From an optimization exercise on the open Yosys and OpenROAD flow, aimed at small area; shortcuts taken in it are not production practice. Function was checked by simulation only, so behaviour that the tests miss may differ from the original. No activity file was given, so power comes from the tool's default toggle rates.

Design bus_checker, start of the top module:
module bus_checker
#(
   parameter int DRVRS   = 4,
   parameter int PCKG_SZ = 16,
   parameter int DEPTH   = 16,
   parameter int TS_W    = 16,
   localparam int SW = $clog2(DRVRS),
   localparam int IW = $clog2(DEPTH),
   localparam int CW = $clog2(DEPTH + 1)
) (
   input  logic               clk,
   input  logic               rst_n,
   input  logic               drv_valid,
   output logic               drv_ready,
   input  logic [SW-1:0]      drv_src,
   input  logic [PCKG_SZ-1:0] drv_data,
   input  logic               mon_valid,
   input  logic [SW-1:0]      mon_dst,
   input  logic [PCKG_SZ-1:0] mon_data,
   output logic               res_valid,
   output logic [1:0]         res_code,
   output logic [SW-1:0]      res_src,
   output logic [PCKG_SZ-1:0] res_data,
   output logic [TS_W-1:0]    res_latency,
   output logic [CW-1:0]      pending,
   output logic [15:0]        pass_cnt,
   output logic [15:0]        fail_cnt
);
clock: 10.0 ns
lec_check: 0
cap_margin: 20
core_margin: 2
core_utilization: 40
slew_margin: 20
synth_hierarchical: 1
standard.sh (not shown) runs the stock make flow with config.mk's settings and CLKGATE_MAP_FILE= SYNTH_SCRIPT=/design/flow/synth_recipe.tcl, a recipe that flattens the netlist after the stock synthesis.
==> flow/flow/run.sh <==
#!/bin/bash
# Standard layout with three changes: plain buf_1 port buffers (the resizer still
# upsizes them where needed), no CTS dummy loads, and larger clkbuf_8 leaf clusters.
set -euo pipefail
bash standard.sh \
  "BUFFER_PORTS_ARGS=-buffer_cell sky130_fd_sc_hd__buf_1" \
  "CTS_ARGS=-sink_clustering_enable -repair_clock_nets -dont_use_dummy_load -buf_list sky130_fd_sc_hd__clkbuf_4 -sink_clustering_size 10 -sink_clustering_max_diameter 40" \
  finish > standard_flow.log 2>&1
==> next run, changes <==
--- a/flow/flow/run.sh
+++ b/flow/flow/run.sh
@@ -7 +7 @@
-  "CTS_ARGS=-sink_clustering_enable -repair_clock_nets -dont_use_dummy_load -buf_list sky130_fd_sc_hd__clkbuf_4 -sink_clustering_size 10 -sink_clustering_max_diameter 40" \
+  "CTS_ARGS=-sink_clustering_enable -repair_clock_nets -dont_use_dummy_load -buf_list sky130_fd_sc_hd__clkbuf_8 -sink_clustering_size 16 -sink_clustering_max_diameter 50" \
- GPL_ROUTABILITY_DRIVEN: not set -> 0
- GPL_TIMING_DRIVEN: not set -> 0
The changed run produced a clean layout.
Combinational power goes up by about 5%.
Clock power climbs by about 10%.
Setup slack loses 0.0080 ns.
Global-route usage rises by 0.51 points.
Utilization came out higher by 1.5 points.

* * *

Setup of run A:
Another version of the RTL of bus_checker (not shown whole).
Size in the first run: roughly 1400 cells after synthesis, ~550 flip-flops, ~120 I/O pins, ~0.023 mm2 of cells after synthesis.
Settings: LEC_CHECK=0, CAP_MARGIN=20, CORE_MARGIN=2, CORE_UTILIZATION=40, SLEW_MARGIN=20, SYNTH_HIERARCHICAL=1; clock period 10.0 ns.
==> flow/flow/run.sh <==
#!/bin/bash
# Standard layout with three changes: plain buf_1 port buffers (the resizer still
# upsizes them where needed), no CTS dummy loads, and larger clkbuf_8 leaf clusters.
set -euo pipefail
bash standard.sh \
  "BUFFER_PORTS_ARGS=-buffer_cell sky130_fd_sc_hd__buf_1" \
  "CTS_ARGS=-sink_clustering_enable -repair_clock_nets -dont_use_dummy_load -buf_list {sky130_fd_sc_hd__clkbuf_2 sky130_fd_sc_hd__clkbuf_4} -sink_clustering_size 8 -sink_clustering_max_diameter 30" \
  finish > standard_flow.log 2>&1
Edits applied to the flow inputs when going from run A to run B:
-- flow/flow/run.sh --
<<< run A, line 7
  "CTS_ARGS=-sink_clustering_enable -repair_clock_nets -dont_use_dummy_load -buf_list {sky130_fd_sc_hd__clkbuf_2 sky130_fd_sc_hd__clkbuf_4} -sink_clustering_size 8 -sink_clustering_max_diameter 30" \
>>> run B, line 7
  "CTS_ARGS=-sink_clustering_enable -repair_clock_nets -dont_use_dummy_load -buf_list sky130_fd_sc_hd__clkbuf_8 -sink_clustering_size 16 -sink_clustering_max_diameter 50" \
### Flow results
Lower mean routed wirelength per cell goes to run A over run B.
Comparing run B and run A, the higher reg2reg setup slack was measured on run B.
Largest voltage drop on the vdd net, run B vs run A: down slightly
Run B vs run A on ratio of final minimum period to clock period: run B is the higher one.
Going from run A to run B, total power per unit cell area decreased 1.0%; cell count decreased about 2.3%; proportion of layout cells with a drive suffix above 1 decreased 3.1 points; first-iteration DRC count decreased about 0.8%; share of total power in the clock network decreased 0.9 points.
Re clock tree buffer count of the final layout: run B is about 50% down on run A.
Compared run A against run B; combinational share of power within noise.
Input-level comparison between run C and run B:
-- flow/flow/run.sh --
<<< run B, line 7
  "CTS_ARGS=-sink_clustering_enable -repair_clock_nets -dont_use_dummy_load -buf_list sky130_fd_sc_hd__clkbuf_8 -sink_clustering_size 16 -sink_clustering_max_diameter 50" \
>>> run C, line 7
  "CTS_ARGS=-sink_clustering_enable -repair_clock_nets -dont_use_dummy_load -buf_list sky130_fd_sc_hd__clkbuf_4 -sink_clustering_size 12 -sink_clustering_max_diameter 30" \
==> run summary <==
~same clock-pin transition on the worst setup and hold timing paths in run B and run C
Setup slack was higher in the run labelled run C.
Relative to run B, routed wire length increased by about 0.7% in run C.
For data-path buffer share of cell area in the final layout, run B and run C come out practically identical.
#### Input delta (run D over run C)
-- flow/flow/run.sh --
<<< run C, line 7
  "CTS_ARGS=-sink_clustering_enable -repair_clock_nets -dont_use_dummy_load -buf_list sky130_fd_sc_hd__clkbuf_4 -sink_clustering_size 12 -sink_clustering_max_diameter 30" \
>>> run D, line 7
  "CTS_ARGS=-sink_clustering_enable -repair_clock_nets -dont_use_dummy_load -buf_list sky130_fd_sc_hd__clkbuf_4 -sink_clustering_size 10 -sink_clustering_max_diameter 40" \
--- outcome ---
[compare] base=run C new=run D: worst setup slack lost 0.048 ns, core utilization went down by 0.35 points. ~same sequential fraction of the synthesis area in run C and run D. Proportion of power drawn by the clock network, run C and run D, lower one = run D.

[what the ideal ports hide]
How much do the figures lean on ideal ports? The routed layouts below were timed once more, with nothing changed but the port constraints. Step 1 assumes that a clkbuf_16 drives the clock port and a buf_2 every other input. Step 2 times the ports against the registers' clock, not the clock port: input delays grow and output delays shrink by t, the midpoint of the rising clock arrivals with the driver on. a / b / c = no drivers / after step 1 / after step 2; a / b = the first two.
| run | t (ns) | setup slack, ns | worst setup path after step 2 | latest minus earliest clock arrival (ns) |
|---|---|---|---|---|
| the first run of note 1 | 0.822 | 0.470 / 0.420 / 1.242 | register to output | 0.124 / 0.124 |
| the second run of note 1 | 0.690 | 0.462 / 0.410 / 1.100 | register to output | 0.144 / 0.144 |
| run A | 0.856 | 3.315 / 3.339 / 2.483 | input to register | 0.090 / 0.090 |
| run B | 0.702 | 3.167 / 3.195 / 2.493 | input to register | 0.087 / 0.086 |
| run C | 0.861 | 3.317 / 3.342 / 2.481 | input to register | 0.102 / 0.103 |
| run D | 0.829 | 3.269 / 3.292 / 2.463 | input to register | 0.104 / 0.104 |
After both steps setup and hold are still met in every run listed. The setup slack of run C, which loses most, moves by +0.025 ns with the drivers and by -0.836 ns with both steps.
